From an optimization exercise on the open Yosys and OpenROAD flow, aimed at a short achievable clock period and few clock cycles; shortcuts taken in it are not production practice.
RTL that was checked went through simulation tests only; none was proved equivalent to the original.
No functional check of the RTL was part of runs 2 and 3.
Power figures rest on the tool's default switching activity, not on a simulated workload.

==> design.v <==
`default_nettype none
package mips_pkg;
    localparam int XLEN = 32;
    localparam int RLEN = 5;
    typedef logic [XLEN-1:0] word_t;
    typedef logic [RLEN-1:0] reg_addr_t;
    localparam logic [5:0] OP_SPECIAL = 6'h00;
    localparam logic [5:0] OP_J       = 6'h02;
    localparam logic [5:0] OP_JAL     = 6'h03;
    localparam logic [5:0] OP_BEQ     = 6'h04;
    localparam logic [5:0] OP_BNE     = 6'h05;
    localparam logic [5:0] OP_ADDIU   = 6'h09;
    localparam logic [5:0] OP_ORI     = 6'h0d;
    localparam logic [5:0] OP_LUI     = 6'h0f;
    localparam logic [5:0] OP_LW      = 6'h23;
    localparam logic [5:0] OP_SW      = 6'h2b;
    localparam logic [5:0] FN_JR   = 6'h08;
    localparam logic [5:0] FN_ADDU = 6'h21;
    localparam logic [5:0] FN_SUBU = 6'h23;
    localparam logic [5:0] FN_AND  = 6'h24;
    localparam logic [5:0] FN_OR   = 6'h25;
    localparam logic [5:0] FN_SLT  = 6'h2a;
endpackage
`default_nettype wire
`timescale 1ns/1ps
`default_nettype none
module mips_ks_lvl_n #(
    parameter int D = 1
) (
    input  logic [31:0] g,
    input  logic [31:0] p,
    output logic [31:0] gn,
    output logic [31:0] pn
);
    always_comb begin
        for (int i = 0; i < 32; i++) begin
            if (i >= D) begin
                gn[i] = ~(g[i] | (p[i] & g[i-D]));
                pn[i] = ~(p[i] & p[i-D]);
            end else begin
                gn[i] = ~g[i];
                pn[i] = ~p[i];
            end
        end
    end
endmodule
module mips_ks_lvl_p #(
    parameter int D = 1
) (
    input  logic [31:0] gn,
    input  logic [31:0] pn,
    output logic [31:0] g,
    output logic [31:0] p
);
    always_comb begin
        for (int i = 0; i < 32; i++) begin
            if (i >= D) begin
                g[i] = ~(gn[i] & (pn[i] | gn[i-D]));
                p[i] = ~(pn[i] | pn[i-D]);
            end else begin
                g[i] = ~gn[i];
                p[i] = ~pn[i];
            end
        end
    end
endmodule
module mips_ks_add #(
    parameter bit SUB = 1'b0
) (
    input  mips_pkg::word_t a,
    input  mips_pkg::word_t b,
    output mips_pkg::word_t y,
    output logic            c31     
);
    logic [31:0] bb, g0, p0, x0;
    logic [31:0] g1n, p1n, g2, p2, g3n, p3n, g4, p4, g5n, p5n;
    assign bb = SUB ? ~b : b;
    assign x0 = a ^ bb;
    assign g0 = SUB ? ((a & bb) | {31'd0, x0[0]}) : (a & bb);
    assign p0 = x0;
    mips_ks_lvl_n #(.D(1))  u_l1 (.g(g0),   .p(p0),   .gn(g1n), .pn(p1n));
    mips_ks_lvl_p #(.D(2))  u_l2 (.gn(g1n), .pn(p1n), .g(g2),   .p(p2));
    mips_ks_lvl_n #(.D(4))  u_l3 (.g(g2),   .p(p2),   .gn(g3n), .pn(p3n));
    mips_ks_lvl_p #(.D(8))  u_l4 (.gn(g3n), .pn(p3n), .g(g4),   .p(p4));
    mips_ks_lvl_n #(.D(16)) u_l5 (.g(g4),   .p(p4),   .gn(g5n), .pn(p5n));
    assign y   = x0 ^ {~g5n[30:0], SUB};
    assign c31 = ~g5n[30];
endmodule
module mips_alu (
    input  mips_pkg::word_t a,
    input  mips_pkg::word_t b,
    output mips_pkg::word_t sum,
    output mips_pkg::word_t diff,
    output mips_pkg::word_t and_y,
    output mips_pkg::word_t or_y,
    output logic            lt
);
    logic c31_sum, c31_diff;
    mips_ks_add #(.SUB(1'b0)) u_sum  (.a(a), .b(b), .y(sum),  .c31(c31_sum));
    mips_ks_add #(.SUB(1'b1)) u_diff (.a(a), .b(b), .y(diff), .c31(c31_diff));
    assign and_y = a & b;
    assign or_y  = a | b;
    assign lt    = (a[31] ^ b[31]) ? a[31] : ~c31_diff;
endmodule
module mips_opmux_alu (
    input  mips_pkg::word_t sum,
    input  mips_pkg::word_t diff,
    input  mips_pkg::word_t and_y,
    input  mips_pkg::word_t or_y,
    input  logic            lt,
    input  logic [4:0]      sel,    
    output mips_pkg::word_t pa_n,
    output mips_pkg::word_t pb_n
);
    assign pa_n = ~(({32{sel[0]}} & sum) | ({32{sel[1]}} & diff) | {31'd0, sel[4] & lt});
    assign pb_n = ~(({32{sel[2]}} & and_y) | ({32{sel[3]}} & or_y));
endmodule
module mips_opmux_side (
    input  mips_pkg::word_t w1,
    input  mips_pkg::word_t w2,
    input  logic [1:0]      sel,    
    output mips_pkg::word_t pc_n
);
    assign pc_n = ~(({32{sel[0]}} & w1) | ({32{sel[1]}} & w2));
endmodule
module mips_opmux_fin (
    input  mips_pkg::word_t pa_n,
    input  mips_pkg::word_t pb_n,
    input  mips_pkg::word_t pc_n,
    input  mips_pkg::word_t rd_n,
    input  logic            sel_rf_n,
    output mips_pkg::word_t y
);
    assign y = ~(pa_n & pb_n & pc_n & ({32{sel_rf_n}} | rd_n));
endmodule
module mips_opmux (
    input  mips_pkg::word_t sum,
    input  mips_pkg::word_t diff,
    input  mips_pkg::word_t and_y,
    input  mips_pkg::word_t or_y,
    input  logic            lt,
    input  mips_pkg::word_t w1,
    input  mips_pkg::word_t w2,
    input  mips_pkg::word_t w3_n,
    input  logic [7:0]      sel,    
    output mips_pkg::word_t y
);
    mips_pkg::word_t pa_n, pb_n, pc_n;
    mips_opmux_alu u_alu (
        .sum (sum), .diff (diff), .and_y (and_y), .or_y (or_y), .lt (lt),
        .sel (sel[4:0]), .pa_n (pa_n), .pb_n (pb_n)
    );
    mips_opmux_side u_side (.w1 (w1), .w2 (w2), .sel (sel[6:5]), .pc_n (pc_n));
    mips_opmux_fin u_fin (
        .pa_n (pa_n), .pb_n (pb_n), .pc_n (pc_n), .rd_n (w3_n), .sel_rf_n (~sel[7]), .y (y)
    );
endmodule
`default_nettype wire
`timescale 1ns/1ps
`default_nettype none
module mips_decoder (
    input  mips_pkg::word_t     instr,
    output logic                hold_a,    
    output logic                hold_t,    
    output logic                a_zero,    
    output logic                b_imm,     
    output logic                we,        
    output mips_pkg::reg_addr_t dest,
    output logic                is_load,
    output logic                is_store,
    output logic                is_beq,
    output logic                is_bne,
    output logic                is_jr,
    output logic                is_j,      
    output logic                is_jal,
    output logic                is_lui,
    output logic                is_ori,
    output logic                op_add,
    output logic                op_sub,
    output logic                op_and,
    output logic                op_or,
    output logic                op_slt
);
    logic [5:0] op;
    logic [5:0] fn;
    logic       r_type;
    logic       r_add, r_sub, r_and, r_or, r_slt, r_alu;
    logic       addiu, ori, lui, lw, sw, beq, bne, j, jal, jr;
    logic       we_any;
    assign op     = instr[31:26];
    assign fn     = instr[5:0];
    assign r_type = (op == mips_pkg::OP_SPECIAL);
    assign r_add  = r_type && (fn == mips_pkg::FN_ADDU);
    assign r_sub  = r_type && (fn == mips_pkg::FN_SUBU);
    assign r_and  = r_type && (fn == mips_pkg::FN_AND);
    assign r_or   = r_type && (fn == mips_pkg::FN_OR);
    assign r_slt  = r_type && (fn == mips_pkg::FN_SLT);
    assign jr     = r_type && (fn == mips_pkg::FN_JR);
    assign r_alu  = r_add | r_sub | r_and | r_or | r_slt;
    assign addiu  = (op == mips_pkg::OP_ADDIU);
    assign ori    = (op == mips_pkg::OP_ORI);
    assign lui    = (op == mips_pkg::OP_LUI);
    assign lw     = (op == mips_pkg::OP_LW);
    assign sw     = (op == mips_pkg::OP_SW);
    assign beq    = (op == mips_pkg::OP_BEQ);
    assign bne    = (op == mips_pkg::OP_BNE);
    assign j      = (op == mips_pkg::OP_J);
    assign jal    = (op == mips_pkg::OP_JAL);
    assign hold_a   = ~(j | jal | lui | jr);
    assign hold_t   = r_type | beq | bne;
    assign a_zero   = lui | jal;
    assign b_imm    = addiu | ori | lui | lw | sw | jal;
    assign is_load  = lw;
    assign is_store = sw;
    assign is_beq   = beq;
    assign is_bne   = bne;
    assign is_jr    = jr;
    assign is_j     = j | jal;
    assign is_jal   = jal;
    assign is_lui   = lui;
    assign is_ori   = ori;
    assign op_sub   = r_sub;
    assign op_and   = r_and;
    assign op_or    = r_or | ori;
    assign op_slt   = r_slt;
    assign op_add   = r_add | addiu | lui | lw | sw | jal;
    assign dest   = r_type ? instr[15:11] : jal ? 5'd31 : instr[20:16];
    assign we_any = r_alu | addiu | ori | lui | lw | jal;
    assign we     = we_any && (dest != 5'd0);
endmodule
`default_nettype wire
`timescale 1ns/1ps
`default_nettype none
module mips_rf_dec (
    input  mips_pkg::reg_addr_t ra,
    input  logic [31:1]         valid,
    output logic [31:1]         sel
);
    logic [3:0] hi;
    logic [7:0] lo;
    always_comb begin
        for (int i = 0; i < 4; i++) hi[i] = (ra[4:3] == i[1:0]);
        for (int i = 0; i < 8; i++) lo[i] = (ra[2:0] == i[2:0]);
        for (int i = 1; i < 32; i++) sel[i] = hi[i >> 3] & lo[i & 7] & valid[i];
    end
endmodule
module mips_rf_l1 (
    input  logic [32*32-1:0] regs,    
    input  logic [31:0]      sel,
    output logic [16*32-1:0] g_n
);
    always_comb begin
        for (int k = 0; k < 16; k++) begin
            g_n[k*32 +: 32] = ~(({32{sel[2*k]}}   & regs[(2*k)*32   +: 32])
                              | ({32{sel[2*k+1]}} & regs[(2*k+1)*32 +: 32]));
        end
    end
endmodule
module mips_rf_nand2 #(
    parameter int N = 16
) (
    input  logic [N*32-1:0]   a_n,
    output logic [N/2*32-1:0] y
);
    always_comb begin
        for (int k = 0; k < N/2; k++) y[k*32 +: 32] = ~(a_n[(2*k)*32 +: 32] & a_n[(2*k+1)*32 +: 32]);
    end
endmodule
module mips_rf_nor2 #(
    parameter int N = 8
) (
    input  logic [N*32-1:0]   a,
    output logic [N/2*32-1:0] y_n
);
    always_comb begin
        for (int k = 0; k < N/2; k++) y_n[k*32 +: 32] = ~(a[(2*k)*32 +: 32] | a[(2*k+1)*32 +: 32]);
    end
endmodule
module mips_rf_mux (
    input  logic [31*32-1:0] regs,
    input  logic [31:1]      sel,
    output mips_pkg::word_t  rd_n
);
    logic [16*32-1:0] g_n;
    logic [8*32-1:0]  h2;
    logic [4*32-1:0]  h3_n;
    logic [2*32-1:0]  h4;
    mips_rf_l1 u_l1 (.regs({regs, 32'd0}), .sel({sel, 1'b0}), .g_n(g_n));
    mips_rf_nand2 #(.N(16)) u_l2 (.a_n(g_n), .y(h2));
    mips_rf_nor2  #(.N(8))  u_l3 (.a(h2), .y_n(h3_n));
    mips_rf_nand2 #(.N(4))  u_l4 (.a_n(h3_n), .y(h4));
    mips_rf_nor2  #(.N(2))  u_l5 (.a(h4), .y_n(rd_n));
endmodule
module mips_regfile (
    input  logic                clk,
    input  logic                arst_n,
    input  mips_pkg::reg_addr_t ra1,
    input  mips_pkg::reg_addr_t ra2,
    input  logic                we,
    input  mips_pkg::reg_addr_t wa,
    input  mips_pkg::word_t     wd,
    output mips_pkg::word_t     rd1_n,
    output mips_pkg::word_t     rd2_n
);
    logic [31*32-1:0] regs;
    logic [31:1]      valid;
    logic [31:1]      sel1, sel2;
    always_ff @(posedge clk or negedge arst_n) begin
        if (!arst_n) begin
            valid <= '0;
        end else if (we) begin
            for (int i = 1; i < 32; i++) begin
                if (wa == i[4:0]) valid[i] <= 1'b1;
            end
        end
    end
    always_ff @(posedge clk) begin
        if (we) begin
            for (int i = 1; i < 32; i++) begin
                if (wa == i[4:0]) regs[(i-1)*32 +: 32] <= wd;
            end
        end
    end
    mips_rf_dec u_dec1 (.ra(ra1), .valid(valid), .sel(sel1));
    mips_rf_dec u_dec2 (.ra(ra2), .valid(valid), .sel(sel2));
    mips_rf_mux u_mux1 (.regs(regs), .sel(sel1), .rd_n(rd1_n));
    mips_rf_mux u_mux2 (.regs(regs), .sel(sel2), .rd_n(rd2_n));
endmodule
`default_nettype wire
`timescale 1ns/1ps
`default_nettype none
module mips_hazard_unit (
    input  mips_pkg::reg_addr_t f_rs,
    input  mips_pkg::reg_addr_t f_rt,
    input  logic                f_hold_a,
    input  logic                f_hold_t,
    input  mips_pkg::reg_addr_t x_dest,
    input  logic                x_we,
    input  logic                x_load,
    input  mips_pkg::reg_addr_t m_dest,
    input  logic                m_we,
    output logic                stall,
    output logic                a_x,      
    output logic                a_m,      
    output logic                a_ld,     
    output logic                t_x,
    output logic                t_m,
    output logic                t_ld
);
    logic hit_a_x, hit_t_x;
    assign hit_a_x = x_we && (x_dest == f_rs);
    assign hit_t_x = x_we && (x_dest == f_rt);
    assign a_x  = hit_a_x;
    assign t_x  = hit_t_x;
    assign a_m  = m_we && (m_dest == f_rs);
    assign t_m  = m_we && (m_dest == f_rt);
    assign a_ld = hit_a_x && x_load;
    assign t_ld = hit_t_x && x_load;
    assign stall = (a_ld && f_hold_a) || (t_ld && f_hold_t);
endmodule
`default_nettype wire
`timescale 1ns/1ps
`default_nettype none
module mips_core #(
    parameter mips_pkg::word_t RESET_PC = 32'h0000_3000
) (
    input  logic       clk,
    input  logic       arst_n,
    output mips_pkg::word_t      i_inst_addr,
    input  mips_pkg::word_t      i_inst_rdata,
    output mips_pkg::word_t      m_data_addr,
    input  mips_pkg::word_t      m_data_rdata,
    output mips_pkg::word_t      m_data_wdata,
    output logic [3:0] m_data_byteen,
    output logic       w_grf_we,
    output mips_pkg::reg_addr_t  w_grf_addr,
    output mips_pkg::word_t      w_grf_wdata,
    output mips_pkg::word_t      w_inst_addr
);
    mips_pkg::word_t     f_pc_out;
    mips_pkg::word_t     f_pc_in;
    mips_pkg::word_t     f_pc;
    mips_pkg::word_t     f_pc4;
    mips_pkg::word_t     f_pc8;
    mips_pkg::word_t     f_instr;
    mips_pkg::word_t     f_rf1_n;
    mips_pkg::word_t     f_rf2_n;
    mips_pkg::word_t     f_imm;
    logic                f_hold_a, f_hold_t, f_a_zero, f_b_imm, f_we;
    mips_pkg::reg_addr_t f_dest;
    logic                f_load, f_store, f_beq, f_bne, f_jr, f_j, f_jal, f_lui, f_ori;
    logic                f_add, f_sub, f_and, f_or, f_slt;
    logic                f_stall;
    logic                f_a_x, f_a_m, f_a_ld, f_t_x, f_t_m, f_t_ld;
    logic [4:0]          x_ops;
    logic [7:0]          f_sel_a, f_sel_b;
    mips_pkg::word_t     f_opa, f_opb;
    mips_pkg::word_t     f_npc;
    mips_pkg::word_t     x_pc;
    mips_pkg::word_t     x_opa, x_opb;
    mips_pkg::word_t     x_rt_rf;
    logic                x_sd_x, x_sd_m;
    mips_pkg::word_t     x_sd;
    mips_pkg::word_t     x_pc4;
    mips_pkg::word_t     x_off;
    mips_pkg::word_t     x_jt;
    mips_pkg::word_t     x_btgt;
    logic                x_a_ld;
    logic                x_we;
    mips_pkg::reg_addr_t x_dest;
    logic                x_load, x_store, x_beq, x_bne, x_jr, x_j;
    logic                x_add, x_sub, x_and, x_or, x_slt;
    mips_pkg::word_t     x_sum, x_diff, x_and_y, x_or_y, x_y;
    logic                x_lt;
    mips_pkg::word_t     x_cmp_a;
    logic                x_eq, x_redirect;
    mips_pkg::word_t     x_npc;
    mips_pkg::word_t     m_pc;
    mips_pkg::word_t     m_res;
    mips_pkg::word_t     m_addr;
    mips_pkg::word_t     m_wdata;
    logic                m_we;
    mips_pkg::reg_addr_t m_dest;
    logic                m_load;
    logic                m_store;
    mips_pkg::word_t     m_wd;
    mips_pkg::word_t     w_res;
    logic                m_rep;
    logic                rep_m, rep_x;
    mips_pkg::word_t     p_pc;
    mips_pkg::word_t     p_res;
    mips_pkg::word_t     p_res_d;
    logic                p_we;
    mips_pkg::reg_addr_t p_dest;
    assign i_inst_addr = f_pc_out ^ RESET_PC;
    assign f_pc        = ~f_pc_in ^ RESET_PC;
    assign f_instr     = i_inst_rdata;
    assign f_pc4       = f_pc + 32'd4;
    assign f_pc8       = f_pc + 32'd8;
    mips_decoder u_decoder (
        .instr    (f_instr),
        .hold_a   (f_hold_a),
        .hold_t   (f_hold_t),
        .a_zero   (f_a_zero),
        .b_imm    (f_b_imm),
        .we       (f_we),
        .dest     (f_dest),
        .is_load  (f_load),
        .is_store (f_store),
        .is_beq   (f_beq),
        .is_bne   (f_bne),
        .is_jr    (f_jr),
        .is_j     (f_j),
        .is_jal   (f_jal),
        .is_lui   (f_lui),
        .is_ori   (f_ori),
        .op_add   (f_add),
        .op_sub   (f_sub),
        .op_and   (f_and),
        .op_or    (f_or),
        .op_slt   (f_slt)
    );
    mips_regfile u_regfile (
        .clk    (clk),
        .arst_n (arst_n),
        .ra1    (f_instr[25:21]),
        .ra2    (f_instr[20:16]),
        .we     (m_we),
        .wa     (m_dest),
        .wd     (m_wd),
        .rd1_n  (f_rf1_n),
        .rd2_n  (f_rf2_n)
    );
    mips_hazard_unit u_hazard (
        .f_rs    (f_instr[25:21]),
        .f_rt    (f_instr[20:16]),
        .f_hold_a (f_hold_a),
        .f_hold_t (f_hold_t),
        .x_dest  (x_dest),
        .x_we    (x_we),
        .x_load  (x_load),
        .m_dest  (m_dest),
        .m_we    (m_we),
        .stall   (f_stall),
        .a_x     (f_a_x),
        .a_m     (f_a_m),
        .a_ld    (f_a_ld),
        .t_x     (f_t_x),
        .t_m     (f_t_m),
        .t_ld    (f_t_ld)
    );
    always_comb begin
        if (f_jal)      f_imm = f_pc8;
        else if (f_lui) f_imm = {f_instr[15:0], 16'h0000};
        else if (f_ori) f_imm = {16'h0000, f_instr[15:0]};
        else            f_imm = {{16{f_instr[15]}}, f_instr[15:0]};
    end
    assign x_ops = {x_slt, x_or, x_and, x_sub, x_add};
    assign f_sel_a = f_a_zero ? 8'd0
                   : f_a_x    ? {3'b000, x_ops}
                   : f_a_m    ? 8'b00100000
                   :            8'b10000000;
    assign f_sel_b = f_b_imm  ? 8'b01000000
                   : f_t_x    ? {3'b000, x_ops}
                   : f_t_m    ? 8'b00100000
                   :            8'b10000000;
    mips_opmux u_opa (
        .sum (x_sum), .diff (x_diff), .and_y (x_and_y), .or_y (x_or_y), .lt (x_lt),
        .w1 (m_wd), .w2 ('0), .w3_n (f_rf1_n), .sel (f_sel_a), .y (f_opa)
    );
    mips_opmux u_opb (
        .sum (x_sum), .diff (x_diff), .and_y (x_and_y), .or_y (x_or_y), .lt (x_lt),
        .w1 (m_wd), .w2 (f_imm), .w3_n (f_rf2_n), .sel (f_sel_b), .y (f_opb)
    );
    always_ff @(posedge clk or negedge arst_n) begin
        if (!arst_n) begin
            x_we    <= 1'b0;
            x_load  <= 1'b0;
            x_store <= 1'b0;
            x_beq   <= 1'b0;
            x_bne   <= 1'b0;
            x_jr    <= 1'b0;
            x_j     <= 1'b0;
        end else begin
            x_we    <= f_we    & ~f_stall;
            x_load  <= f_load  & ~f_stall;
            x_store <= f_store & ~f_stall;
            x_beq   <= f_beq   & ~f_stall;
            x_bne   <= f_bne   & ~f_stall;
            x_jr    <= f_jr    & ~f_stall;
            x_j     <= f_j     & ~f_stall;
        end
    end
    always_ff @(posedge clk) begin
        x_dest <= f_dest;
        x_pc   <= f_pc;
        x_opa  <= f_opa;
        x_opb  <= f_opb;
        x_rt_rf <= ~f_rf2_n;
        x_sd_x  <= f_t_x;
        x_sd_m  <= f_t_m;
        x_pc4  <= f_pc4;
        x_off  <= {{14{f_instr[15]}}, f_instr[15:0], 2'b00};
        x_jt   <= {f_pc4[31:28], f_instr[25:0], 2'b00};
        x_a_ld <= f_a_ld;
        x_add  <= f_add;
        x_sub  <= f_sub;
        x_and  <= f_and;
        x_or   <= f_or;
        x_slt  <= f_slt;
    end
    mips_alu u_alu (
        .a     (x_opa),
        .b     (x_opb),
        .sum   (x_sum),
        .diff  (x_diff),
        .and_y (x_and_y),
        .or_y  (x_or_y),
        .lt    (x_lt)
    );
    mips_opmux u_res (
        .sum (x_sum), .diff (x_diff), .and_y (x_and_y), .or_y (x_or_y), .lt (x_lt),
        .w1 ('0), .w2 ('0), .w3_n ('1), .sel ({3'b000, x_ops}), .y (x_y)
    );
    assign x_cmp_a = x_a_ld ? m_data_rdata : x_opa;
    assign x_eq    = (x_opa == x_opb);
    assign x_sd = x_sd_x ? m_wd : x_sd_m ? w_res : x_rt_rf;
    logic x_btgt_c31;
    mips_ks_add #(.SUB(1'b0)) u_btgt (.a(x_pc4), .b(x_off), .y(x_btgt), .c31(x_btgt_c31));
    assign x_redirect = x_j | x_jr | (x_eq ? x_beq : x_bne);
    assign x_npc      = x_jr ? x_cmp_a : x_j ? x_jt : x_btgt;
    mips_npc u_npc (
        .redirect (x_redirect),
        .tgt      (x_npc),
        .stall    (f_stall),
        .pc       (f_pc),
        .pc4      (f_pc4),
        .npc      (f_npc)
    );
    always_ff @(posedge clk or negedge arst_n) begin
        if (!arst_n) begin
            f_pc_out <= '0;
            f_pc_in  <= '1;
        end else begin
            f_pc_out <= f_npc ^ RESET_PC;
            f_pc_in  <= ~(f_npc ^ RESET_PC);
        end
    end
    always_ff @(posedge clk or negedge arst_n) begin
        if (!arst_n) begin
            m_we    <= 1'b0;
            m_load  <= 1'b0;
            m_store <= 1'b0;
        end else begin
            m_we    <= x_we;
            m_load  <= x_load;
            m_store <= x_store;
        end
    end
    always_ff @(posedge clk) begin
        m_dest  <= x_dest;
        m_pc    <= x_pc;
        m_res   <= x_y;
        m_addr  <= x_sum;
        m_wdata <= x_sd;
    end
    assign m_data_addr   = m_addr;
    assign m_data_wdata  = m_wdata;
    assign m_data_byteen = {4{m_store}};
    assign m_wd = m_load ? m_data_rdata : m_res;
    always_ff @(posedge clk) begin
        w_res <= m_wd;
    end
    assign rep_m = m_we & ~m_rep;
    assign rep_x = ~rep_m & x_we & ~x_load;
    mips_opmux u_rep (
        .sum (x_sum), .diff (x_diff), .and_y (x_and_y), .or_y (x_or_y), .lt (x_lt),
        .w1 (m_wd), .w2 ('0), .w3_n ('1),
        .sel ({2'b00, rep_m, x_ops & {5{~rep_m}}}), .y (p_res_d)
    );
    always_ff @(posedge clk or negedge arst_n) begin
        if (!arst_n) begin
            p_we  <= 1'b0;
            m_rep <= 1'b0;
        end else begin
            p_we  <= rep_m | rep_x;
            m_rep <= rep_x;
        end
    end
    always_ff @(posedge clk) begin
        p_dest <= rep_m ? m_dest : x_dest;
        p_pc   <= rep_m ? m_pc   : x_pc;
        p_res  <= p_res_d;
    end
    assign w_grf_we    = p_we;
    assign w_grf_addr  = p_dest;
    assign w_grf_wdata = p_res;
    assign w_inst_addr = p_pc;
endmodule
module mips_npc (
    input  logic            redirect,
    input  mips_pkg::word_t tgt,
    input  logic            stall,
    input  mips_pkg::word_t pc,
    input  mips_pkg::word_t pc4,
    output mips_pkg::word_t npc
);
    assign npc = stall ? pc : (redirect ? tgt : pc4);
endmodule
`default_nettype wire
==> flow/run.sh <==
#!/bin/bash
set -euo pipefail
bash standard.sh synth > synth.log 2>&1
bash standard.sh SETUP_SLACK_MARGIN=5.2 MATCH_CELL_FOOTPRINT=0 finish > layout.log 2>&1
==> standard.sh <==
#!/bin/bash
# synth_recipe.tcl (not shown) runs the flow's synth.tcl, then flattens the netlist and writes it again
# the make line also repeats each setting of config.mk as NAME=value (left out here)
make -C /OpenROAD-flow-scripts/flow DESIGN_CONFIG=/design/flow/config.mk WORK_HOME=/design/flow/orfs CLKGATE_MAP_FILE= SYNTH_SCRIPT=/design/flow/synth_recipe.tcl "${@:-finish}"
==> config.mk <==
export PLATFORM = sky130hd
export DESIGN_NAME = mips_core
export DESIGN_NICKNAME = mips_core
export VERILOG_FILES = /design/flow/design.v
export SDC_FILE = /design/flow/constraint.sdc
export NUM_CORES = 8
export LEC_CHECK = 0
export CAP_MARGIN = 20
export CORE_MARGIN = 2
export CORE_UTILIZATION = 40
export PLACE_DENSITY = 0.55
export SETUP_SLACK_MARGIN = 5
export SLEW_MARGIN = 20
export SYNTH_HIERARCHICAL = 1
export SYNTH_MINIMUM_KEEP_SIZE = 0
==> constraint.sdc <==
create_clock -name core_clock -period 8.0 [get_ports {clk}]
set_input_delay 1.6000 -clock core_clock [delete_from_list [all_inputs] [get_ports {clk}]]
set_output_delay 1.6000 -clock core_clock [all_outputs]
set_load 0.01 [all_outputs]
==> flow_summary.ini, run 1 <==
[finish]
areaGrowthSynthToFinish_pct = 22.6
nNetsFinal = 7250
fin_area_um2 = 88600
utilization_pct = 49.2
drive_gt1_share_pct = 24.9
nFillCells = 16200

[cts]
clockBufferDepth = 3
hold_buffers = 0
worstSkewPairLatency_ns = 0.86
clk_pin_slew_ns = 0.06
cts_made_buffers = 167
cts_tree = done
cts.sinks = 1530
cts_root_buffer = clkbuf_16
htree_levels = 4

[timing]
rsz0062_at_grt = yes
slew_violations = 0
max_freq_ghz = 0.335
finalHoldViolations = 0
setup_viol = 0
fin_worst_skew_ns = 0.0433
slew_headroom_pct = 16.4
tightest_slew_ns = 1.25
post-route-period-util_pct = 37.3
timing.setup.tns_ns = 0
finalCriticalPeriod_ns = 2.98

[floorplanning]
die_y_um = 429
boundaryPins = 236
core_um2 = 180000
rows = 156
floorplan.initialDensity_pct = 40.1
fp.dieW_um = 429
die-area_um2 = 184000

[route]
drtIter0Drc = 9167
viasPerCell = 6.36
vias = 61000
ant_nets = 0
routed_wl_um = 333000
drt-pass1-iter-count = 9
drcViolationCount = 0
wl_per_cell_um = 34.7

[power_and_ir_drop]
internal_power_mw = 15.5
power_frac_comb_pct = 22.2
irDropWorstVdd_v = 0.000203
switching_share_pct = 31.6
p_leak_nw = 32.6
clkPwrFrac_pct = 34.3
seqPwrFrac_pct = 43.5
p_switching_mw = 7.17
powerDensity_nw_per_um2 = 256

[global_routing]
met2_usage_pct = 50.4
gr-total-overflow = 0
grt_max_degree = 65
grt_busiest_layer = met2
antenna_found_initial = 19
grt_pass1_wl_um = 445000
grt_util_all_layers_pct = 34.2
grt_pass1_vias = 56800
use_met1_pct = 45.4
grt.met3_usage_pct = 9.81

[setup_path]
crit_type = reg2out
critPathArrivalTime_ns = 1.38
crit_fanout = 1
required_ns = 6.40
end_kind = output port
critPathLaunchType = flip-flop

[run_status]
run_status = finished clean

[placement]
gp_congestion = 0.988
dpl-instance-area_um2 = 77200
dp_hpwl_um = 209000
portBuffers = 235

[yosys]
synth_area_um2 = 72300
syn_area_per_cell_um2 = 11.1
ys_warn_count = 19
postSynthCellCount = 6511

[run]
cap_violations = 0

[min_path]
worstHoldPathType = reg2reg
-- stage by stage --
stage                     std cells  power [mW]  hold slack, ns  worst slack (ns)
after CTS                      9519        22.3           0.343              4.96
after global routing           9595        23.3           0.351              4.96
after detailed placement       9128        14.4           0.335              2.24
after floorplan                6797        12.3           0.327              4.66
final                          9600        22.7           0.339              5.02
after global placement         9127        14.4           0.335              2.28
-- power groups by stage --
stage | Sequential [mW] | Clock (mW) | Combinational (mW)
after global placement | 9.91 | 0 | 4.53
after floorplan | 9.74 | 0 | 2.57
after CTS | 9.81 | 7.83 | 4.65
final | 9.86 | 7.76 | 5.03
after detailed placement | 9.90 | 0 | 4.52
after global routing | 9.91 | 8.14 | 5.29
-- area by class of cell --
cell class / instances / area, µm² / area share [%]
sequential: 1530 / 41400 / 46.7
clock buffer: 223 / 4650 / 5.24
tap: 2370 / 2970 / 3.35
timing repair buffer: 477 / 4920 / 5.55
multi-input combinational: 4670 / 32900 / 37.1
clock inverter: 87 / 815 / 0.920
antenna: 5 / 12.5 / 0.0141
inverter: 238 / 908 / 1.03
-- path summary, 6_finish.rpt --
path | from | end | slack (ns) | cells past startpoint
min in group asynchronous | arst_n | x_j$_DFF_PN0_ | 0.62 | 1
worst max register to register | x_opb[16]$_DFF_P_ | p_res[25]$_DFF_P_ | 5.09 | 10
worst max-delay path | f_pc_out[12]$_DFF_PN0_ | i_inst_addr[12] | 5.02 | 2
worst min register to register | x_pc[26]$_DFF_P_ | m_pc[26]$_DFF_P_ | 0.34 | 0
worst min-delay path | x_pc[26]$_DFF_P_ | m_pc[26]$_DFF_P_ | 0.34 | 0
max in group asynchronous | arst_n | f_pc_out[27]$_DFF_PN0_ | 6.35 | 2
-- worst max-delay path: stages (launching register included) --
cell     delay, ns
dfrtp_1       0.37
inv_2         0.08
buf_6         0.10
-- state kept, by name, summed over array words and instances (netlist names), 12 cells and up --
register,flops
x_off,15
m_res,32
x_opb,32
w_res,32
m_wdata,32
p_res,32
x_opa,32
p_pc,32
m_pc,32
x_pc,30
x_jt,12
x_pc4,31
f_pc_out,32
u_regfile.valid,31
f_pc_in,32
x_rt_rf,32
u_regfile.regs,992
m_addr,32
-- per-layer routing --
metal | vias up | part of all wire, %
met5 | - | 0.0090
met4 | 6 | 6.3
met3 | 837 | 12
met2 | 4122 | 43
met1 | 30500 | 39
li1 | 25500 | -
-- cells in the final DEF (no fill, tap or decap), types with 50 or more instances in the layout --
master and count:
a21oi_1 168, a21oi_2 106, a22oi_1 1336, a22oi_2 68, buf_12 50, buf_4 149, buf_6 133, clkbuf_16 178
conb_1 290, dfrtp_1 73, dfxtp_1 272, dfxtp_2 130, edfxtp_1 992, ha_1 86, inv_1 230, mux2_2 53
mux2i_1 87, nand2_1 784, nand2_2 83, nor2_1 240, nor2_2 74, nor2_4 203, o2111ai_1 122, o21ai_1 167
xnor2_1 129
-- timing repair --
item / in CTS / in global routing
cloned: 26 / 16
resized for setup: 1485 / 540
endpoints found under the setup margin: 481 / 347
endpoints found under the hold margin: 0 / 0
pin swaps: 56 / 108
buffers inserted: 55 / 60
Testbench counts, summed over its fixed seeds: cycles 44,413.
==> inputs of run 2 (changes only) <==
--- a/design.v
+++ b/design.v
@@ -299,5 +299,7 @@
     input  logic                we,
     input  mips_pkg::reg_addr_t wa,
-    input  mips_pkg::word_t     wd,
+    input  logic                wd_ld,    
+    input  mips_pkg::word_t     wd_data,
+    input  mips_pkg::word_t     wd_res,
     output mips_pkg::word_t     rd1_n,
     output mips_pkg::word_t     rd2_n
@@ -305,4 +307,6 @@
     logic [31*32-1:0] regs;
     logic [31:1]      valid;
+    mips_pkg::word_t  wd;
+    assign wd = wd_ld ? wd_data : wd_res;
     logic [31:1]      sel1, sel2;
     always_ff @(posedge clk or negedge arst_n) begin
@@ -468,5 +472,7 @@
         .we     (m_we),
         .wa     (m_dest),
-        .wd     (m_wd),
+        .wd_ld  (m_load),
+        .wd_data(m_data_rdata),
+        .wd_res (m_res),
         .rd1_n  (f_rf1_n),
         .rd2_n  (f_rf2_n)
==> flow/run.sh (replaced) <==
#!/bin/bash
set -euo pipefail
bash standard.sh synth > synth.log 2>&1
bash standard.sh SETUP_SLACK_MARGIN=5.3 MATCH_CELL_FOOTPRINT=0 \
  MAX_REPAIR_ANTENNAS_ITER_GRT=10 \
  POST_DETAIL_ROUTE_TCL="$PWD/flow/antenna.tcl" finish > layout.log 2>&1
==> flow/antenna.tcl (new file) <==
# After the standard antenna repair: while the check still finds
# violations, repair again with a margin on the ratios and reroute.
set my_iter 0
while {[check_antennas] && $my_iter < 6} {
  repair_antennas -ratio_margin 20
  detailed_route {*}$::all_args
  incr my_iter
}
==> run 2 against run 1 <==
  * Sequential share of layout area down 1.6 points
  * Still clean on timing, DRC and antenna
  * Via count up 1.2%
  * Routed wire length up 1.5%
  * Design area up 3.7%
  * Critical endpoint is now i_inst_addr[31]
  * First-iteration DRC count down 11%
==> flow_summary.ini, run 2 <==
[run_status]
run_status = finished clean

[power_and_ir_drop]
p_leak_nw = 33.3
powerDensity_nw_per_um2 = 253
irDropWorstVdd_v = 0.000169
p_total_mw = 23.2

[placement]
dp_hpwl_um = 198000
place_ws_ns = 2.81
gp_congestion = 1.00
dpl-instance-area_um2 = 77700
portBuffers = 235

[timing]
setup_viol = 0
timing.setup.tns_ns = 0
rsz0062_at_grt = yes
max_freq_ghz = 0.328
fin_worst_skew_ns = 0.0593
fin_ws_ns = 4.95
finalCriticalPeriod_ns = 3.05
tightest_slew_ns = 1.23
finalHoldViolations = 0
slew_headroom_pct = 17.5
post-route-period-util_pct = 38.1
slew_violations = 0

[setup_path]
cp_num_buf_inv = 1
critPathArrivalTime_ns = 1.45
crit_family = flip-flops
required_ns = 6.40
critPathLaunchType = flip-flop
slowest_stage = dfrtp_1
crit_fanout = 1
max_stage_delay_ns = 0.43
crit_type = reg2out
end_kind = output port
crit_chain = clkbuf_2

[cts]
hold_buffers = 0
clockBufferDepth = 3
htree_levels = 4
cts_root_buffer = clkbuf_16
clk_pin_slew_ns = 0.06
cts_made_buffers = 168
cts.sinks = 1530
worstSkewPairLatency_ns = 0.87
cts_tree = done

[route]
drt-pass1-iter-count = 7
vias = 61700
routed_wl_um = 338000
drtIter0Drc = 8204
viasPerCell = 6.35
wl_per_cell_um = 34.8
drcViolationCount = 0
ant_nets = 0

[floorplanning]
rows = 156
floorplan.initialDensity_pct = 40.2
boundaryPins = 236
die-area_um2 = 185000
die_y_um = 430
fp.dieW_um = 430
core_um2 = 181000

[finish]
seqCellArea_um2 = 41400
layout_commonest_cell = a22oi_1
layout_common_cells = 1218 x a22oi_1, 992 x edfxtp_1, 806 x nand2_1
nFillCells = 15800
multi_input_comb_area_um2 = 35000
areaGrowthSynthToFinish_pct = 26.4
regMostFlops = u_regfile.regs
drive_gt1_share_pct = 28.6
nNetsFinal = 7370
largest_reg_flops = 992
fin_area_um2 = 91800

[yosys]
ys_warn_count = 19
syn_area_per_cell_um2 = 11.1
synth_area_um2 = 72700
postSynthCellCount = 6547

[global_routing]
grt_pass1_vias = 58000
grt_max_degree = 66
grt_util_all_layers_pct = 34.4
gr-total-overflow = 0
grt_pass1_wl_um = 451000
antenna_found_initial = 8

[min_path]
worstHoldPathType = reg2reg

[run]
cap_violations = 0
-- run 2: through the flow --
| stage | std cells | utilization (%) | hold WS (ns) |
|---|---|---|---|
| after floorplan | 6833 | - | 0.327 |
| after global placement | 9149 | 43.0 | 0.331 |
| after detailed placement | 9149 | 43.0 | 0.336 |
| after CTS | 9614 | 48.4 | 0.348 |
| after global routing | 9714 | 50.9 | 0.354 |
| final | 9717 | 50.9 | 0.347 |
-- run 2: path summary, 6_finish.rpt --
| check | start | to | slack (ns) | depth (start not counted) |
|---|---|---|---|---|
| setup / recovery | f_pc_out[31]$_DFF_PN0_ | i_inst_addr[31] | 4.95 | 1 |
| hold / removal | x_pc[19]$_DFF_P_ | m_pc[19]$_DFF_P_ | 0.35 | 0 |
| setup reg to reg | x_opa[31]$_DFF_P_ | f_pc_out[29]$_DFF_PN0_ | 5.14 | 11 |
| hold reg to reg | x_pc[19]$_DFF_P_ | m_pc[19]$_DFF_P_ | 0.35 | 0 |
| max in group asynchronous | arst_n | f_pc_out[28]$_DFF_PN0_ | 5.85 | 2 |
| min in group asynchronous | arst_n | u_regfile.valid[24]$_DFFE_PN0P_ | 0.84 | 1 |
-- run 2: layer usage --
metal	part of all wire [%]	track usage, %
met1	37	43.8
met2	44	52.8
met3	9.7	6.37
met4	9.0	24.9
met5	0	0
-- run 2: timing repair --
item                                    in CTS  in global routing
pin swaps                                  112                218
cloned                                      59                 29
endpoints found under the setup margin     443                382
buffers inserted                            98                 69
gates resized for setup                   1442                755
-- run 2: report_power, final --
part           switching (mW)  internal, mW
registers               0.593          9.29
clock network            3.39          4.55
logic                    3.39          1.99
total                    7.36          15.8
-- run 2: final cells by class --
cell class / instances / share of cell area (%)
antenna: 5 / 0.0136
timing repair buffer: 529 / 6.40
clock inverter: 77 / 1.06
inverter: 238 / 0.989
clock buffer: 231 / 5.02
sequential: 1530 / 45.1
tap: 2370 / 3.23
multi-input combinational: 4737 / 38.2
==> inputs of run 3 (changes only) <==
--- a/design.v
+++ b/design.v
@@ -70,6 +70,5 @@
     input  mips_pkg::word_t a,
     input  mips_pkg::word_t b,
-    output mips_pkg::word_t y,
-    output logic            c31     
+    output mips_pkg::word_t y
 );
     logic [31:0] bb, g0, p0, x0;
@@ -84,6 +83,5 @@
     mips_ks_lvl_p #(.D(8))  u_l4 (.gn(g3n), .pn(p3n), .g(g4),   .p(p4));
     mips_ks_lvl_n #(.D(16)) u_l5 (.g(g4),   .p(p4),   .gn(g5n), .pn(p5n));
-    assign y   = x0 ^ {~g5n[30:0], SUB};
-    assign c31 = ~g5n[30];
+    assign y = x0 ^ {~g5n[30:0], SUB};
 endmodule
 module mips_alu (
@@ -96,10 +94,9 @@
     output logic            lt
 );
-    logic c31_sum, c31_diff;
-    mips_ks_add #(.SUB(1'b0)) u_sum  (.a(a), .b(b), .y(sum),  .c31(c31_sum));
-    mips_ks_add #(.SUB(1'b1)) u_diff (.a(a), .b(b), .y(diff), .c31(c31_diff));
+    mips_ks_add #(.SUB(1'b0)) u_sum  (.a(a), .b(b), .y(sum));
+    mips_ks_add #(.SUB(1'b1)) u_diff (.a(a), .b(b), .y(diff));
     assign and_y = a & b;
     assign or_y  = a | b;
-    assign lt    = (a[31] ^ b[31]) ? a[31] : ~c31_diff;
+    assign lt    = (a[31] ^ b[31]) ? a[31] : diff[31];
 endmodule
 module mips_opmux_alu (
@@ -247,11 +244,14 @@
 module mips_rf_l1 (
     input  logic [32*32-1:0] regs,    
-    input  logic [31:0]      sel,
+    input  logic [31:0]      sel_lo,  
+    input  logic [31:0]      sel_hi,  
     output logic [16*32-1:0] g_n
 );
     always_comb begin
         for (int k = 0; k < 16; k++) begin
-            g_n[k*32 +: 32] = ~(({32{sel[2*k]}}   & regs[(2*k)*32   +: 32])
-                              | ({32{sel[2*k+1]}} & regs[(2*k+1)*32 +: 32]));
+            g_n[k*32 +: 16] = ~(({16{sel_lo[2*k]}}   & regs[(2*k)*32        +: 16])
+                              | ({16{sel_lo[2*k+1]}} & regs[(2*k+1)*32      +: 16]));
+            g_n[k*32+16 +: 16] = ~(({16{sel_hi[2*k]}}   & regs[(2*k)*32+16   +: 16])
+                                 | ({16{sel_hi[2*k+1]}} & regs[(2*k+1)*32+16 +: 16]));
         end
     end
@@ -279,5 +279,6 @@
 module mips_rf_mux (
     input  logic [31*32-1:0] regs,
-    input  logic [31:1]      sel,
+    input  logic [31:1]      sel_lo,
+    input  logic [31:1]      sel_hi,
     output mips_pkg::word_t  rd_n
 );
@@ -286,5 +287,5 @@
     logic [4*32-1:0]  h3_n;
     logic [2*32-1:0]  h4;
-    mips_rf_l1 u_l1 (.regs({regs, 32'd0}), .sel({sel, 1'b0}), .g_n(g_n));
+    mips_rf_l1 u_l1 (.regs({regs, 32'd0}), .sel_lo({sel_lo, 1'b0}), .sel_hi({sel_hi, 1'b0}), .g_n(g_n));
     mips_rf_nand2 #(.N(16)) u_l2 (.a_n(g_n), .y(h2));
     mips_rf_nor2  #(.N(8))  u_l3 (.a(h2), .y_n(h3_n));
@@ -299,7 +300,5 @@
     input  logic                we,
     input  mips_pkg::reg_addr_t wa,
-    input  logic                wd_ld,    
-    input  mips_pkg::word_t     wd_data,
-    input  mips_pkg::word_t     wd_res,
+    input  mips_pkg::word_t     wd,
     output mips_pkg::word_t     rd1_n,
     output mips_pkg::word_t     rd2_n
@@ -307,7 +306,5 @@
     logic [31*32-1:0] regs;
     logic [31:1]      valid;
-    mips_pkg::word_t  wd;
-    assign wd = wd_ld ? wd_data : wd_res;
-    logic [31:1]      sel1, sel2;
+    logic [31:1]      sel1_lo, sel1_hi, sel2_lo, sel2_hi;
     always_ff @(posedge clk or negedge arst_n) begin
         if (!arst_n) begin
@@ -326,8 +323,10 @@
         end
     end
-    mips_rf_dec u_dec1 (.ra(ra1), .valid(valid), .sel(sel1));
-    mips_rf_dec u_dec2 (.ra(ra2), .valid(valid), .sel(sel2));
-    mips_rf_mux u_mux1 (.regs(regs), .sel(sel1), .rd_n(rd1_n));
-    mips_rf_mux u_mux2 (.regs(regs), .sel(sel2), .rd_n(rd2_n));
+    mips_rf_dec u_dec1l (.ra(ra1), .valid(valid), .sel(sel1_lo));
+    mips_rf_dec u_dec1h (.ra(ra1), .valid(valid), .sel(sel1_hi));
+    mips_rf_dec u_dec2l (.ra(ra2), .valid(valid), .sel(sel2_lo));
+    mips_rf_dec u_dec2h (.ra(ra2), .valid(valid), .sel(sel2_hi));
+    mips_rf_mux u_mux1 (.regs(regs), .sel_lo(sel1_lo), .sel_hi(sel1_hi), .rd_n(rd1_n));
+    mips_rf_mux u_mux2 (.regs(regs), .sel_lo(sel2_lo), .sel_hi(sel2_hi), .rd_n(rd2_n));
 endmodule
 `default_nettype wire
@@ -434,5 +433,4 @@
     mips_pkg::word_t     p_pc;
     mips_pkg::word_t     p_res;
-    mips_pkg::word_t     p_res_d;
     logic                p_we;
     mips_pkg::reg_addr_t p_dest;
@@ -472,7 +470,5 @@
         .we     (m_we),
         .wa     (m_dest),
-        .wd_ld  (m_load),
-        .wd_data(m_data_rdata),
-        .wd_res (m_res),
+        .wd     (m_wd),
         .rd1_n  (f_rf1_n),
         .rd2_n  (f_rf2_n)
@@ -572,6 +568,5 @@
     assign x_eq    = (x_opa == x_opb);
     assign x_sd = x_sd_x ? m_wd : x_sd_m ? w_res : x_rt_rf;
-    logic x_btgt_c31;
-    mips_ks_add #(.SUB(1'b0)) u_btgt (.a(x_pc4), .b(x_off), .y(x_btgt), .c31(x_btgt_c31));
+    mips_ks_add #(.SUB(1'b0)) u_btgt (.a(x_pc4), .b(x_off), .y(x_btgt));
     assign x_redirect = x_j | x_jr | (x_eq ? x_beq : x_bne);
     assign x_npc      = x_jr ? x_cmp_a : x_j ? x_jt : x_btgt;
@@ -620,9 +615,4 @@
     assign rep_m = m_we & ~m_rep;
     assign rep_x = ~rep_m & x_we & ~x_load;
-    mips_opmux u_rep (
-        .sum (x_sum), .diff (x_diff), .and_y (x_and_y), .or_y (x_or_y), .lt (x_lt),
-        .w1 (m_wd), .w2 ('0), .w3_n ('1),
-        .sel ({2'b00, rep_m, x_ops & {5{~rep_m}}}), .y (p_res_d)
-    );
     always_ff @(posedge clk or negedge arst_n) begin
         if (!arst_n) begin
@@ -637,5 +627,5 @@
         p_dest <= rep_m ? m_dest : x_dest;
         p_pc   <= rep_m ? m_pc   : x_pc;
-        p_res  <= p_res_d;
+        p_res  <= rep_m ? m_wd   : x_y;
     end
     assign w_grf_we    = p_we;
==> run.sh (new file) <==
#!/bin/bash
# synth_recipe.tcl (not shown) runs the flow's synth.tcl, then flattens the netlist and writes it again
# the make line also repeats each setting of config.mk as NAME=value (left out here)
make -C /OpenROAD-flow-scripts/flow DESIGN_CONFIG=/design/flow/config.mk WORK_HOME=/design/flow/orfs CLKGATE_MAP_FILE= SYNTH_SCRIPT=/design/flow/synth_recipe.tcl finish
removed: flow/run.sh
removed: flow/antenna.tcl
removed: standard.sh
==> run 3 against run 2 <==
  * Routed wire length down 5.1%
  * Design area fell by 3.1%
  * Count of clock-buffer cells in the layout fell by 13
  * Worst hold slack worse by 0.0015 ns
  * Sequential share of layout area is 1.3 points higher
  * Clock power increased by 1%
  * Sequential cell count stayed put
  * Final cell count decreased by 0.58%
  * Non-clock buffer count shrank 17
  * Worst setup slack got worse by 0.18 ns
==> flow_summary.ini, run 3 <==
[placement]
portBuffers = 235
dp_hpwl_um = 210000
gp_congestion = 0.972

[timing]
fin_worst_skew_ns = 0.0372
post-route-period-util_pct = 40.4
setup_viol = 0
tightest_slew_ns = 1.27
slew_headroom_pct = 14.1
rsz0062_at_grt = yes
finalCriticalPeriod_ns = 3.23
slew_violations = 0
max_freq_ghz = 0.309
finalHoldViolations = 0
timing.setup.tns_ns = 0

[floorplanning]
floorplan.initialDensity_pct = 40.1
die-area_um2 = 191000
core_um2 = 187000
die_y_um = 437
rows = 159
boundaryPins = 236
fp.dieW_um = 437

[global_routing]
grt_util_all_layers_pct = 32.5
grt_pass1_wl_um = 442000
gr-total-overflow = 0
antenna_found_initial = 13
grt_max_degree = 66
grt_pass1_vias = 58100

[setup_path]
crit_type = reg2reg
crit_fanout = 5
max_stage_delay_ns = 0.59
crit_family = compound AO/OA/AOI/OAI gates
cpMostUsedCell = mux2_4
end_kind = flip-flop
cp_num_buf_inv = 1
crit_chain = inv_1 > ha_4 > nand2_4 > nor2_4 > nand2_2 > o21ai_2 > a21oi_2 > xnor2_2 > mux2_4 > a222oi_1 > o2111ai_2 > mux2_4
critPathArrivalTime_ns = 3.95
required_ns = 8.71
slowest_stage = a222oi_1
critPathLaunchType = flip-flop

[finish]
largest_reg_flops = 992
seqCellArea_um2 = 41300
regMostFlops = u_regfile.regs
multi_input_comb_area_um2 = 33200
drive_gt1_share_pct = 27.6
nFillCells = 17000
nNetsFinal = 7183
layout_commonest_cell = edfxtp_1
areaGrowthSynthToFinish_pct = 18.5
layout_common_cells = 992 x edfxtp_1, 967 x a22oi_1, 830 x nand2_1

[route]
top_layer = met5
ant_nets = 0
wl_per_cell_um = 33.2
routedLengthMet1_um = 122000
routed_wl_um = 321000
drcViolationCount = 0
drtIter0Drc = 7329
met3_length_um = 27400
viasPerCell = 6.14
vias = 59300
drt-pass1-iter-count = 6
wl_met2_um = 151000

[min_path]
worstHoldPathType = reg2reg

[cts]
cts_made_buffers = 167
worstSkewPairLatency_ns = 0.84
clockBufferDepth = 3
cts_root_buffer = clkbuf_16
hold_buffers = 0
cts.sinks = 1530
clk_pin_slew_ns = 0.06
htree_levels = 4
cts_tree = done

[power_and_ir_drop]
internal_power_mw = 15.6
powerDensity_nw_per_um2 = 257
p_total_mw = 22.9
seqPwrFrac_pct = 43.2
clkPwrFrac_pct = 35.1
power_frac_comb_pct = 21.7
p_switching_mw = 7.24
irDropWorstVdd_v = 0.000228
switching_share_pct = 31.7
p_leak_nw = 32.4

[yosys]
synth_area_um2 = 75100
ys_warn_count = 19
postSynthCellCount = 6559
syn_area_per_cell_um2 = 11.5

[run_status]
run_status = finished clean

[run]
cap_violations = 0
==> run 3: final timing paths <==
path	endpoint	slack [ns]	depth (start not counted)	start
min in group asynchronous	f_pc_out[16]$_DFF_PN0_	0.77	1	arst_n
min reg2reg	m_pc[6]$_DFF_P_	0.35	0	x_pc[6]$_DFF_P_
max reg2reg	p_res[0]$_DFF_P_	4.77	12	x_opb[14]$_DFF_P_
min	m_pc[6]$_DFF_P_	0.35	0	x_pc[6]$_DFF_P_
max in group asynchronous	u_regfile.valid[27]$_DFFE_PN0P_	5.77	2	arst_n
max	p_res[0]$_DFF_P_	4.77	12	x_opb[14]$_DFF_P_
==> run 3: timing repair <==
action,CTS,global route
gates resized for setup,1500,237
setup endpoints to repair,534,213
pin swaps,87,70
buffers inserted,101,34
cloned,21,1
==> run 3: through the flow <==
stage	util, %	hold WS [ns]	instances	area, µm²	setup WS (ns)
floorplan	-	0.326	6769	76200	4.65
global placement	42.1	0.331	9183	78700	2.65
detailed placement	42.1	0.333	9184	78800	2.72
CTS	46.9	0.350	9619	87800	4.88
global route	47.5	0.356	9656	89000	4.80
finish	47.5	0.346	9661	89000	4.77
==> run 3: final cells by class <==
type                    count  area share, %
flip-flops and latches   1530           46.5
multi-input cells        4569           37.3
repair buffers            512           5.36
clock buffers             218           5.06
well taps                2495           3.51
clock inverters            95           1.31
inverters                 237           1.01
diodes                      5         0.0141
==> run 3: metal layers <==
layer	GRT usage, %	vias to the layer above
li1	-	25300
met3	6.98	844
met4	17.0	12
met1	39.8	29900
met2	53.7	3342
met5	0	-
==> run 3: power groups by stage <==
stage               registers [mW]  logic (mW)  clock network [mW]
finish                        9.88        4.95                8.02
detailed placement            9.98        4.56                   0
floorplan                     9.75        2.59                   0
global placement              9.99        4.58                   0
global route                  9.92        5.20                8.44
CTS                           9.86        4.73                8.14

afterwards: timing with drivers on the ports:
No port has a modelled driver above. Below, the same layouts with a new extraction and two added sets of constraints. Step 1: set_driving_cell puts a clkbuf_16 on clk and a buf_2 on each other input, an assumption about the parent block. Step 2, shift: input delay + t, output delay - t, t = (earliest + latest rising clock arrival at the registers) / 2. This alone moves slack from input paths to output paths. Three values: ideal ports, drivers, drivers and shift; two values: the first two.
run	t, ns	setup WS [ns]	latest minus earliest clock arrival (ns)
run 1	0.915	5.015 / 4.934 / 4.194	0.045 / 0.045
run 2	0.925	4.949 / 4.866 / 4.082	0.069 / 0.069
run 3	0.923	4.768 / 4.768 / 4.050	0.044 / 0.044
After both steps setup and hold are still met in every run listed. For run 2, which loses most, drivers alone change the setup slack by -0.083 ns; drivers and shift together by -0.867 ns.
